Background: an optimization exercise with open tools, aiming at small area, a short achievable clock period and few clock cycles. Do not read the settings as production practice.
Where RTL was checked, it was by simulation tests only, not by an equivalence proof against the original.

==> inputs of job 2771 <==
// rbm_top
module rbm_top (
  input  logic                   finish,
  input  logic                   rst_n,
  input  rbm_pkg::feature_beat_t in_beat,
  input  logic                   in_valid,
  output logic                   in_ready,
  output rbm_pkg::rbm_result_t   out_result,
  output logic                   out_valid,
  input  logic                   out_ready
);
export LEC_CHECK = 0
export CAP_MARGIN = 75
export CORE_MARGIN = 2
export CORE_UTILIZATION = 55
export SLEW_MARGIN = 75
create_clock -name core_clock -period 10.0 [get_ports {finish}]
standard.sh (not shown) runs the stock make flow with config.mk's settings and CLKGATE_MAP_FILE= SYNTH_SCRIPT=/design/flow/synth_recipe.tcl, a recipe that flattens the netlist after the stock synthesis.
==> flow/flow/run.sh <==
#!/bin/bash
# The standard layout with two changes: the port buffers are buf_4 cells,
# and timing repair keeps working until the setup slack reaches
# SETUP_SLACK_MARGIN (the clock period and constraints are unchanged).
set -euo pipefail
bash standard.sh SETUP_SLACK_MARGIN=6.7 "BUFFER_PORTS_ARGS=-buffer_cell sky130_fd_sc_hd__buf_4" finish > standard.log 2>&1
==> inputs of job 9853, as changes to job 2771 <==
--- a/flow/design.v
+++ b/flow/design.v
@@ -824,31 +824,31 @@
       5'd28: begin d0 = 6'h04; d1 = 6'h03; end
       5'd29: begin d0 = 6'h3c; d1 = 6'h06; end
       5'd30: begin d0 = 6'h01; d1 = 6'h0b; end
       5'd31: begin d0 = 6'h39; d1 = 6'h0e; end
       default: begin d0 = 6'h00; d1 = 6'h00; end
     endcase
   end
-  logic [15:0] s0, s1;
+  logic [13:0] s0, s1;
   logic        cls;
-  logic [15:0] s0b, s1b;
-  assign s0b = hfirst ? 16'hfffe : {s0[14:0], 1'b0};
-  assign s1b = hfirst ? 16'h0002 : {s1[14:0], 1'b0};
-  logic [15:0] d0x, d1x, s0n, s1n;
-  assign d0x = {{10{d0[5]}}, d0};
-  assign d1x = {{10{d1[5]}}, d1};
+  logic [13:0] s0b, s1b;
+  assign s0b = hfirst ? 14'h3ffe : {s0[12:0], 1'b0};
+  assign s1b = hfirst ? 14'h0002 : {s1[12:0], 1'b0};
+  logic [13:0] d0x, d1x, s0n, s1n;
+  assign d0x = {{8{d0[5]}}, d0};
+  assign d1x = {{8{d1[5]}}, d1};
   assign s0n = s0b + d0x;
   assign s1n = s1b + d1x;
   always_ff @(posedge finish) begin
     if (hstep) begin
       s0 <= s0n;
       s1 <= s1n;
     end
-    if (cmp) cls <= ($signed(s1[13:0]) > $signed(s0[13:0]));
+    if (cmp) cls <= ($signed(s1) > $signed(s0));
   end
   always_comb begin
-    out_result.score1   = {{3{s1[15]}}, {2{s1[14]}}, {2{s1[13]}}, s1[12:0]};
-    out_result.score0   = {{3{s0[15]}}, {2{s0[14]}}, {2{s0[13]}}, s0[12:0]};
+    out_result.score1   = {{6{s1[13]}}, s1};
+    out_result.score0   = {{6{s0[13]}}, s0};
     out_result.class_id = cls;
   end
 endmodule
 `default_nettype wire
==> flow/config.mk (replaced) <==
export PLATFORM = sky130hd
export DESIGN_NAME = rbm_top
export DESIGN_NICKNAME = rbm_top
export VERILOG_FILES = /design/flow/design.v
export SDC_FILE = /design/flow/constraint.sdc
export NUM_CORES = 4
export LEC_CHECK = 0
export CAP_MARGIN = 50
export CORE_MARGIN = 2
export CORE_UTILIZATION = 55
export CTS_CLUSTER_DIAMETER = 80
export CTS_CLUSTER_SIZE = 24
export SLEW_MARGIN = 50
==> inputs of job 9258, as changes to job 2771 <==
--- a/flow/design.v
+++ b/flow/design.v
@@ -824,31 +824,31 @@
       5'd28: begin d0 = 6'h04; d1 = 6'h03; end
       5'd29: begin d0 = 6'h3c; d1 = 6'h06; end
       5'd30: begin d0 = 6'h01; d1 = 6'h0b; end
       5'd31: begin d0 = 6'h39; d1 = 6'h0e; end
       default: begin d0 = 6'h00; d1 = 6'h00; end
     endcase
   end
-  logic [15:0] s0, s1;
+  logic [13:0] s0, s1;
   logic        cls;
-  logic [15:0] s0b, s1b;
-  assign s0b = hfirst ? 16'hfffe : {s0[14:0], 1'b0};
-  assign s1b = hfirst ? 16'h0002 : {s1[14:0], 1'b0};
-  logic [15:0] d0x, d1x, s0n, s1n;
-  assign d0x = {{10{d0[5]}}, d0};
-  assign d1x = {{10{d1[5]}}, d1};
+  logic [13:0] s0b, s1b;
+  assign s0b = hfirst ? 14'h3ffe : {s0[12:0], 1'b0};
+  assign s1b = hfirst ? 14'h0002 : {s1[12:0], 1'b0};
+  logic [13:0] d0x, d1x, s0n, s1n;
+  assign d0x = {{8{d0[5]}}, d0};
+  assign d1x = {{8{d1[5]}}, d1};
   assign s0n = s0b + d0x;
   assign s1n = s1b + d1x;
   always_ff @(posedge finish) begin
     if (hstep) begin
       s0 <= s0n;
       s1 <= s1n;
     end
-    if (cmp) cls <= ($signed(s1[13:0]) > $signed(s0[13:0]));
+    if (cmp) cls <= ($signed(s1) > $signed(s0));
   end
   always_comb begin
-    out_result.score1   = {{3{s1[15]}}, {2{s1[14]}}, {2{s1[13]}}, s1[12:0]};
-    out_result.score0   = {{3{s0[15]}}, {2{s0[14]}}, {2{s0[13]}}, s0[12:0]};
+    out_result.score1   = {{6{s1[13]}}, s1};
+    out_result.score0   = {{6{s0[13]}}, s0};
     out_result.class_id = cls;
   end
 endmodule
 `default_nettype wire
==> flow/flow/run.sh (replaced) <==
#!/bin/bash
# The standard layout, with its timing repair aimed below the clock period:
# repair_timing keeps working until the setup slack reaches SETUP_SLACK_MARGIN.
set -euo pipefail
bash standard.sh SETUP_SLACK_MARGIN=6.6 finish > standard.log 2>&1
==> inputs of job 5362, as changes to job 2771 <==
--- a/flow/design.v
+++ b/flow/design.v
@@ -824,31 +824,31 @@
       5'd28: begin d0 = 6'h04; d1 = 6'h03; end
       5'd29: begin d0 = 6'h3c; d1 = 6'h06; end
       5'd30: begin d0 = 6'h01; d1 = 6'h0b; end
       5'd31: begin d0 = 6'h39; d1 = 6'h0e; end
       default: begin d0 = 6'h00; d1 = 6'h00; end
     endcase
   end
-  logic [15:0] s0, s1;
+  logic [13:0] s0, s1;
   logic        cls;
-  logic [15:0] s0b, s1b;
-  assign s0b = hfirst ? 16'hfffe : {s0[14:0], 1'b0};
-  assign s1b = hfirst ? 16'h0002 : {s1[14:0], 1'b0};
-  logic [15:0] d0x, d1x, s0n, s1n;
-  assign d0x = {{10{d0[5]}}, d0};
-  assign d1x = {{10{d1[5]}}, d1};
+  logic [13:0] s0b, s1b;
+  assign s0b = hfirst ? 14'h3ffe : {s0[12:0], 1'b0};
+  assign s1b = hfirst ? 14'h0002 : {s1[12:0], 1'b0};
+  logic [13:0] d0x, d1x, s0n, s1n;
+  assign d0x = {{8{d0[5]}}, d0};
+  assign d1x = {{8{d1[5]}}, d1};
   assign s0n = s0b + d0x;
   assign s1n = s1b + d1x;
   always_ff @(posedge finish) begin
     if (hstep) begin
       s0 <= s0n;
       s1 <= s1n;
     end
-    if (cmp) cls <= ($signed(s1[13:0]) > $signed(s0[13:0]));
+    if (cmp) cls <= ($signed(s1) > $signed(s0));
   end
   always_comb begin
-    out_result.score1   = {{3{s1[15]}}, {2{s1[14]}}, {2{s1[13]}}, s1[12:0]};
-    out_result.score0   = {{3{s0[15]}}, {2{s0[14]}}, {2{s0[13]}}, s0[12:0]};
+    out_result.score1   = {{6{s1[13]}}, s1};
+    out_result.score0   = {{6{s0[13]}}, s0};
     out_result.class_id = cls;
   end
 endmodule
 `default_nettype wire
==> flow/flow/run.sh (replaced) <==
#!/bin/bash
# The standard layout with two changes: the port buffers are buf_4 cells,
# and timing repair keeps working until the setup slack reaches
# SETUP_SLACK_MARGIN (the clock period and constraints are unchanged).
set -euo pipefail
bash standard.sh SETUP_SLACK_MARGIN=6.8 "BUFFER_PORTS_ARGS=-buffer_cell sky130_fd_sc_hd__buf_4" finish > standard.log 2>&1
==> summary.txt <==
| quantity | job 5362 | job 9258 | job 9853 | job 2771 |
|---|---|---|---|---|
| Result of the run | no timing/DRC/antenna violations | no timing/DRC/antenna violations | no timing/DRC/antenna violations | no timing/DRC/antenna violations |
| Seq area share | 0.278 | 0.276 | 0.291 | 0.280 |
| Number of sinks driven by the clock tree | 270 | 270 | 270 | 274 |
| Number of buffers added by the clock tree synthesis step | 35 | 35 | 19 | 35 |
| Mapped Nets | 2,208 | 2,208 | 2,208 | 2,240 |
| Y dimension of the die | 187 microns | 187 microns | 187 microns | 188 microns |
| Post-route insts no fill | 2,403 | 2,404 | 2,337 | 2,449 |
| Setup CP Type | reg2out | reg2out | reg2reg | reg2out |
| GR Layer Usage met2 | 0.414 | 0.423 | 0.402 | 0.419 |
| Terminus of the critical flop-to-flop path | acc[3][8] | acc[1][5] | d0x[5] | acc[4][11] |
| Synth Register Bits | 270 | 270 | 270 | 274 |
| Fraction of area in multi-input gates | 0.555 | 0.552 | 0.580 | 0.554 |
| Crit share post-route | 0.321 | 0.339 | 0.331 | 0.320 |
| Met3 demand-to-capacity share in global routing | 0.0303 | 0.0416 | 0.0211 | 0.0322 |
| Number of global-route vias before repair | 13,300 | 13,600 | 13,100 | 13,700 |
| FILL cells | 2,704 | 2,697 | 2,883 | 2,859 |
| RSZ-0062 raised after global routing | yes | yes | yes | no |
Testbench counts of job 9853, summed over its fixed seeds: cycles 5,864.
Testbench counts of job 9258, summed over its fixed seeds: cycles 5,864.
Testbench counts of job 5362, summed over its fixed seeds: cycles 5,864.
For job 2771, only the layout was checked, not whether the RTL still works.

* * *

==> run F: inputs <==
rbm_top, a different RTL version from the one above (not shown whole).
clock: 10.0 ns
lec_check: 0
cap_margin: 75
core_margin: 2
core_utilization: 40
slew_margin: 75
run.sh (not shown) runs the stock make flow with config.mk's settings and CLKGATE_MAP_FILE= SYNTH_SCRIPT=/design/flow/synth_recipe.tcl, a recipe that flattens the netlist after the stock synthesis.
Stock flow here: none of the scripts above is used.
==> run M: changes against run F <==
Settings changed: CAP_MARGIN 75 to 20, SLEW_MARGIN 75 to 20.
==> impl_metrics.yaml <==
drt:
  routed_via_density: 5.12
timing:
  fin_crit_sh_pct: 49.0
  finalHoldWorstSlack_ns: 0.408
grt:
  grt_pass1_vias: 12900
setup_path:
  crit_slowest_cell: "dfrtp_1"
run_status:
  status: "complete, no violations"
layout:
  seqCellArea_um2: 5570
Source of the figures above: run M

==> impl_metrics.yaml <==
run_status:
  status: "complete, no violations"
timing:
  finalHoldWorstSlack_ns: 0.406
  fin_crit_sh_pct: 43.6
min_path:
  holdPathStages: 0
setup_path:
  crit_slowest_cell: "dfxtp_2"
drt:
  routed_via_density: 5.15
layout:
  seqCellArea_um2: 5650
cts:
  hold_buffers: 0
Source of the figures above: run F

No run of this note included a check of the RTL's function; only the layout flow was run.

* * *

==> inputs of quartz <==
Another version of the RTL of rbm_top (not shown whole).
clock: 10.0 ns
lec_check: 0
cap_margin: 75
core_margin: 2
core_utilization: 40
slew_margin: 75
standard.sh (not shown) runs the stock make flow with config.mk's settings and CLKGATE_MAP_FILE= SYNTH_SCRIPT=/design/flow/synth_recipe.tcl, a recipe that flattens the netlist after the stock synthesis.
==> flow/flow/run.sh <==
#!/bin/bash
# The standard layout, with its timing repair aimed below the clock period:
# repair_timing keeps working until the setup slack reaches SETUP_SLACK_MARGIN.
set -euo pipefail
bash standard.sh SETUP_SLACK_MARGIN=6.7 finish > standard.log 2>&1
==> inputs of maple, as changes to quartz <==
--- a/flow/design.v
+++ b/flow/design.v
@@ -579,21 +579,21 @@
   assign a3_sum[19] = u3zs_77;
   always_ff @(posedge finish) begin
     acc[3] <= a3_sum;
     a3_pend <= a3_cout;
   end
   logic [19:0] a3_full;      
   assign a3_full = acc[3] + (({19'd0, a3_pend[0]} << 3) | ({19'd0, a3_pend[1]} << 6) | ({19'd0, a3_pend[2]} << 9) | ({19'd0, a3_pend[3]} << 12) | ({19'd0, a3_pend[4]} << 15) | ({19'd0, a3_pend[5]} << 18));
   logic [19:0] a4_r1, a4_r2, a4_base, a4_sum;
-  logic [5:0] a4_pend, a4_cin, a4_cout;
+  logic [8:0] a4_pend, a4_cin, a4_cout;
   assign a4_r1 = ({20{sa[4]}} & r1) | ({20{s32[4]}} & r32) | ({20{last1}} & r1);
   assign a4_r2 = nv | ({20{~last1n}} & r8);
   assign a4_base = (acc[4] & {20{first1n}}) | (20'h0008e & {20{first1}});
-  assign a4_cin = a4_pend & {6{first1n}};
+  assign a4_cin = a4_pend & {9{first1n}};
   logic [19:0] a4_r3;
   assign a4_r3 = {20{last1}} & r2;
   wire u4xs_1 = a4_base[0] ^ a4_r1[0] ^ a4_r3[0];
   wire u4xc_2 = (a4_base[0] & a4_r1[0]) | (a4_base[0] & a4_r3[0]) | (a4_r1[0] & a4_r3[0]);
   wire u4xs_3 = a4_base[1] ^ a4_r1[1] ^ a4_r3[1];
   wire u4xc_4 = (a4_base[1] & a4_r1[1]) | (a4_base[1] & a4_r3[1]) | (a4_r1[1] & a4_r3[1]);
   wire u4xs_5 = a4_base[2] ^ a4_r1[2] ^ a4_r3[2];
   wire u4xc_6 = (a4_base[2] & a4_r1[2]) | (a4_base[2] & a4_r3[2]) | (a4_r1[2] & a4_r3[2]);
@@ -668,56 +668,59 @@
   wire u4ys_75 = u4xs_35 ^ u4xc_34 ^ a4_r2[17];
   wire u4yc_76 = (u4xs_35 & u4xc_34) | (u4xs_35 & a4_r2[17]) | (u4xc_34 & a4_r2[17]);
   wire u4ys_77 = u4xs_37 ^ u4xc_36 ^ a4_r2[18];
   wire u4yc_78 = (u4xs_37 & u4xc_36) | (u4xs_37 & a4_r2[18]) | (u4xc_36 & a4_r2[18]);
   wire u4ys_79 = u4xs_39 ^ u4xc_38 ^ a4_r2[19];
   wire u4yc_80 = (u4xs_39 & u4xc_38) | (u4xs_39 & a4_r2[19]) | (u4xc_38 & a4_r2[19]);
   wire u4zs_81 = u4ys_43 ^ u4yc_42;
   wire u4zc_82 = u4ys_43 & u4yc_42;
-  wire u4zs_83 = u4ys_45 ^ u4yc_44 ^ u4zc_82;
-  wire u4zc_84 = (u4ys_45 & u4yc_44) | (u4ys_45 & u4zc_82) | (u4yc_44 & u4zc_82);
-  assign a4_cout[0] = u4zc_84;
-  wire u4zs_85 = u4ys_47 ^ u4yc_46 ^ a4_cin[0];
-  wire u4zc_86 = (u4ys_47 & u4yc_46) | (u4ys_47 & a4_cin[0]) | (u4yc_46 & a4_cin[0]);
-  wire u4zs_87 = u4ys_49 ^ u4yc_48 ^ u4zc_86;
-  wire u4zc_88 = (u4ys_49 & u4yc_48) | (u4ys_49 & u4zc_86) | (u4yc_48 & u4zc_86);
+  assign a4_cout[0] = u4zc_82;
+  wire u4zs_83 = u4ys_45 ^ u4yc_44 ^ a4_cin[0];
+  wire u4zc_84 = (u4ys_45 & u4yc_44) | (u4ys_45 & a4_cin[0]) | (u4yc_44 & a4_cin[0]);
+  wire u4zs_85 = u4ys_47 ^ u4yc_46 ^ u4zc_84;
+  wire u4zc_86 = (u4ys_47 & u4yc_46) | (u4ys_47 & u4zc_84) | (u4yc_46 & u4zc_84);
+  assign a4_cout[1] = u4zc_86;
+  wire u4zs_87 = u4ys_49 ^ u4yc_48 ^ a4_cin[1];
+  wire u4zc_88 = (u4ys_49 & u4yc_48) | (u4ys_49 & a4_cin[1]) | (u4yc_48 & a4_cin[1]);
   wire u4zs_89 = u4ys_51 ^ u4yc_50 ^ u4zc_88;
   wire u4zc_90 = (u4ys_51 & u4yc_50) | (u4ys_51 & u4zc_88) | (u4yc_50 & u4zc_88);
-  assign a4_cout[1] = u4zc_90;
-  wire u4zs_91 = u4ys_53 ^ u4yc_52 ^ a4_cin[1];
-  wire u4zc_92 = (u4ys_53 & u4yc_52) | (u4ys_53 & a4_cin[1]) | (u4yc_52 & a4_cin[1]);
+  assign a4_cout[2] = u4zc_90;
+  wire u4zs_91 = u4ys_53 ^ u4yc_52 ^ a4_cin[2];
+  wire u4zc_92 = (u4ys_53 & u4yc_52) | (u4ys_53 & a4_cin[2]) | (u4yc_52 & a4_cin[2]);
   wire u4zs_93 = u4ys_55 ^ u4yc_54 ^ u4zc_92;
   wire u4zc_94 = (u4ys_55 & u4yc_54) | (u4ys_55 & u4zc_92) | (u4yc_54 & u4zc_92);
-  wire u4zs_95 = u4ys_57 ^ u4yc_56 ^ u4zc_94;
-  wire u4zc_96 = (u4ys_57 & u4yc_56) | (u4ys_57 & u4zc_94) | (u4yc_56 & u4zc_94);
-  assign a4_cout[2] = u4zc_96;
-  wire u4zs_97 = u4ys_59 ^ u4yc_58 ^ a4_cin[2];
-  wire u4zc_98 = (u4ys_59 & u4yc_58) | (u4ys_59 & a4_cin[2]) | (u4yc_58 & a4_cin[2]);
-  wire u4zs_99 = u4ys_61 ^ u4yc_60 ^ u4zc_98;
-  wire u4zc_100 = (u4ys_61 & u4yc_60) | (u4ys_61 & u4zc_98) | (u4yc_60 & u4zc_98);
+  assign a4_cout[3] = u4zc_94;
+  wire u4zs_95 = u4ys_57 ^ u4yc_56 ^ a4_cin[3];
+  wire u4zc_96 = (u4ys_57 & u4yc_56) | (u4ys_57 & a4_cin[3]) | (u4yc_56 & a4_cin[3]);
+  wire u4zs_97 = u4ys_59 ^ u4yc_58 ^ u4zc_96;
+  wire u4zc_98 = (u4ys_59 & u4yc_58) | (u4ys_59 & u4zc_96) | (u4yc_58 & u4zc_96);
+  assign a4_cout[4] = u4zc_98;
+  wire u4zs_99 = u4ys_61 ^ u4yc_60 ^ a4_cin[4];
+  wire u4zc_100 = (u4ys_61 & u4yc_60) | (u4ys_61 & a4_cin[4]) | (u4yc_60 & a4_cin[4]);
   wire u4zs_101 = u4ys_63 ^ u4yc_62 ^ u4zc_100;
   wire u4zc_102 = (u4ys_63 & u4yc_62) | (u4ys_63 & u4zc_100) | (u4yc_62 & u4zc_100);
-  assign a4_cout[3] = u4zc_102;
-  wire u4zs_103 = u4ys_65 ^ u4yc_64 ^ a4_cin[3];
-  wire u4zc_104 = (u4ys_65 & u4yc_64) | (u4ys_65 & a4_cin[3]) | (u4yc_64 & a4_cin[3]);
+  assign a4_cout[5] = u4zc_102;
+  wire u4zs_103 = u4ys_65 ^ u4yc_64 ^ a4_cin[5];
+  wire u4zc_104 = (u4ys_65 & u4yc_64) | (u4ys_65 & a4_cin[5]) | (u4yc_64 & a4_cin[5]);
   wire u4zs_105 = u4ys_67 ^ u4yc_66 ^ u4zc_104;
   wire u4zc_106 = (u4ys_67 & u4yc_66) | (u4ys_67 & u4zc_104) | (u4yc_66 & u4zc_104);
-  wire u4zs_107 = u4ys_69 ^ u4yc_68 ^ u4zc_106;
-  wire u4zc_108 = (u4ys_69 & u4yc_68) | (u4ys_69 & u4zc_106) | (u4yc_68 & u4zc_106);
-  assign a4_cout[4] = u4zc_108;
-  wire u4zs_109 = u4ys_71 ^ u4yc_70 ^ a4_cin[4];
-  wire u4zc_110 = (u4ys_71 & u4yc_70) | (u4ys_71 & a4_cin[4]) | (u4yc_70 & a4_cin[4]);
-  wire u4zs_111 = u4ys_73 ^ u4yc_72 ^ u4zc_110;
-  wire u4zc_112 = (u4ys_73 & u4yc_72) | (u4ys_73 & u4zc_110) | (u4yc_72 & u4zc_110);
+  assign a4_cout[6] = u4zc_106;
+  wire u4zs_107 = u4ys_69 ^ u4yc_68 ^ a4_cin[6];
+  wire u4zc_108 = (u4ys_69 & u4yc_68) | (u4ys_69 & a4_cin[6]) | (u4yc_68 & a4_cin[6]);
+  wire u4zs_109 = u4ys_71 ^ u4yc_70 ^ u4zc_108;
+  wire u4zc_110 = (u4ys_71 & u4yc_70) | (u4ys_71 & u4zc_108) | (u4yc_70 & u4zc_108);
+  assign a4_cout[7] = u4zc_110;
+  wire u4zs_111 = u4ys_73 ^ u4yc_72 ^ a4_cin[7];
+  wire u4zc_112 = (u4ys_73 & u4yc_72) | (u4ys_73 & a4_cin[7]) | (u4yc_72 & a4_cin[7]);
   wire u4zs_113 = u4ys_75 ^ u4yc_74 ^ u4zc_112;
   wire u4zc_114 = (u4ys_75 & u4yc_74) | (u4ys_75 & u4zc_112) | (u4yc_74 & u4zc_112);
-  assign a4_cout[5] = u4zc_114;
-  wire u4zs_115 = u4ys_77 ^ u4yc_76 ^ a4_cin[5];
-  wire u4zc_116 = (u4ys_77 & u4yc_76) | (u4ys_77 & a4_cin[5]) | (u4yc_76 & a4_cin[5]);
+  assign a4_cout[8] = u4zc_114;
+  wire u4zs_115 = u4ys_77 ^ u4yc_76 ^ a4_cin[8];
+  wire u4zc_116 = (u4ys_77 & u4yc_76) | (u4ys_77 & a4_cin[8]) | (u4yc_76 & a4_cin[8]);
   wire u4zs_117 = u4ys_79 ^ u4yc_78 ^ u4zc_116;
   wire u4zc_118 = (u4ys_79 & u4yc_78) | (u4ys_79 & u4zc_116) | (u4yc_78 & u4zc_116);
   assign a4_sum[0] = u4ys_41;
   assign a4_sum[1] = u4zs_81;
   assign a4_sum[2] = u4zs_83;
   assign a4_sum[3] = u4zs_85;
   assign a4_sum[4] = u4zs_87;
   assign a4_sum[5] = u4zs_89;
@@ -735,17 +738,17 @@
   assign a4_sum[17] = u4zs_113;
   assign a4_sum[18] = u4zs_115;
   assign a4_sum[19] = u4zs_117;
   always_ff @(posedge finish) begin
     acc[4] <= a4_sum;
     a4_pend <= a4_cout;
   end
   logic [19:0] a4_full;      
-  assign a4_full = acc[4] + (({19'd0, a4_pend[0]} << 3) | ({19'd0, a4_pend[1]} << 6) | ({19'd0, a4_pend[2]} << 9) | ({19'd0, a4_pend[3]} << 12) | ({19'd0, a4_pend[4]} << 15) | ({19'd0, a4_pend[5]} << 18));
+  assign a4_full = acc[4] + (({19'd0, a4_pend[0]} << 2) | ({19'd0, a4_pend[1]} << 4) | ({19'd0, a4_pend[2]} << 6) | ({19'd0, a4_pend[3]} << 8) | ({19'd0, a4_pend[4]} << 10) | ({19'd0, a4_pend[5]} << 12) | ({19'd0, a4_pend[6]} << 14) | ({19'd0, a4_pend[7]} << 16) | ({19'd0, a4_pend[8]} << 18));
   logic [19:0] af [5];
   logic [7:0]  pc [5];
   assign af[0] = a0_full;
   assign af[1] = a1_full;
   assign af[2] = a2_full;
   assign af[3] = a3_full;
   assign af[4] = a4_full;
   for (genvar j = 0; j < 5; j++) begin : g_clamp
==> flow/flow/run.sh (replaced) <==
#!/bin/bash
# The standard layout, with its timing repair aimed below the clock period:
# repair_timing keeps working until the setup slack reaches SETUP_SLACK_MARGIN.
set -euo pipefail
bash standard.sh SETUP_SLACK_MARGIN=7.0 finish > standard.log 2>&1
==> qor summary <==
Outcome: maple no timing/DRC/antenna violations; quartz no timing/DRC/antenna violations
Element type at the critical path end: maple primary output; quartz flop
All-Layer GR Usage: maple 21.10%; quartz 19.32%
Initial core utilization: maple 40.49%; quartz 40.78%
Mapped Nets: maple 2193; quartz 2143
Register area share after synthesis: maple 31.34%; quartz 31.46%
Y dimension of the die: maple 218.3 µm; quartz 216.8 µm
Worst Setup SP: maple s1[13]; quartz last1
Placeable core region: maple 0.04538 mm²; quartz 0.04441 mm²
Async set or reset register ratio after synthesis: maple 4.444%; quartz 4.494%
Final-layout non-clock buffer area share: maple 8.750%; quartz 5.933%
Final GP Congestion: maple 0.8201; quartz 0.8108
Final worst-path setup slack: maple 6.722 ns; quartz 6.569 ns
Testbench counts of quartz, summed over its fixed seeds: cycles 5,864.
No functional check of the RTL was part of maple.

## port drivers added, routing unchanged
How much do the figures lean on ideal ports? The routed layouts below were timed once more, with nothing changed but the port constraints. Step 1, drivers: a clkbuf_16 drives finish and a buf_2 each remaining input, both assumed. Step 2 times the ports against the registers' clock, not the clock port: input delays grow and output delays shrink by t, the midpoint of the rising clock arrivals with the driver on. Three values: no drivers, after step 1, after step 2; two values: the first two.
run | t, ns | setup WS [ns] | worst hold slack (ns) | clock arrival spread, ns | cell pins on the clock port's net
job 2771 | 0.573 | 6.796 / 6.741 / 6.377 | 0.409 / 0.409 / 0.409 | 0.018 / 0.018 | 1
job 9853 | 0.577 | 6.685 / 6.685 / 6.538 | 0.407 / 0.407 / 0.407 | 0.027 / 0.026 | 1
job 9258 | 0.567 | 6.610 / 6.556 / 6.528 | 0.405 / 0.405 / 0.405 | 0.025 / 0.025 | 1
job 5362 | 0.573 | 6.792 / 6.740 / 6.552 | 0.406 / 0.406 / 0.406 | 0.018 / 0.018 | 1
run F | 0.623 | 5.637 / 5.637 / 5.637 | 0.406 / 0.406 / 0.406 | 0.016 / 0.016 | 1
run M | 0.622 | 5.101 / 5.101 / 5.101 | 0.408 / 0.408 / 0.408 | 0.010 / 0.010 | 1
quartz | 0.567 | 6.569 / 6.569 / 6.264 | 0.405 / 0.405 / 0.405 | 0.016 / 0.016 | 1
maple | 0.593 | 6.722 / 6.664 / 6.436 | 0.402 / 0.402 / 0.402 | 0.023 / 0.023 | 1
After both steps every run listed still meets setup and hold. For job 2771, which loses most, drivers alone change the setup slack by -0.055 ns; drivers and shift together by -0.419 ns.
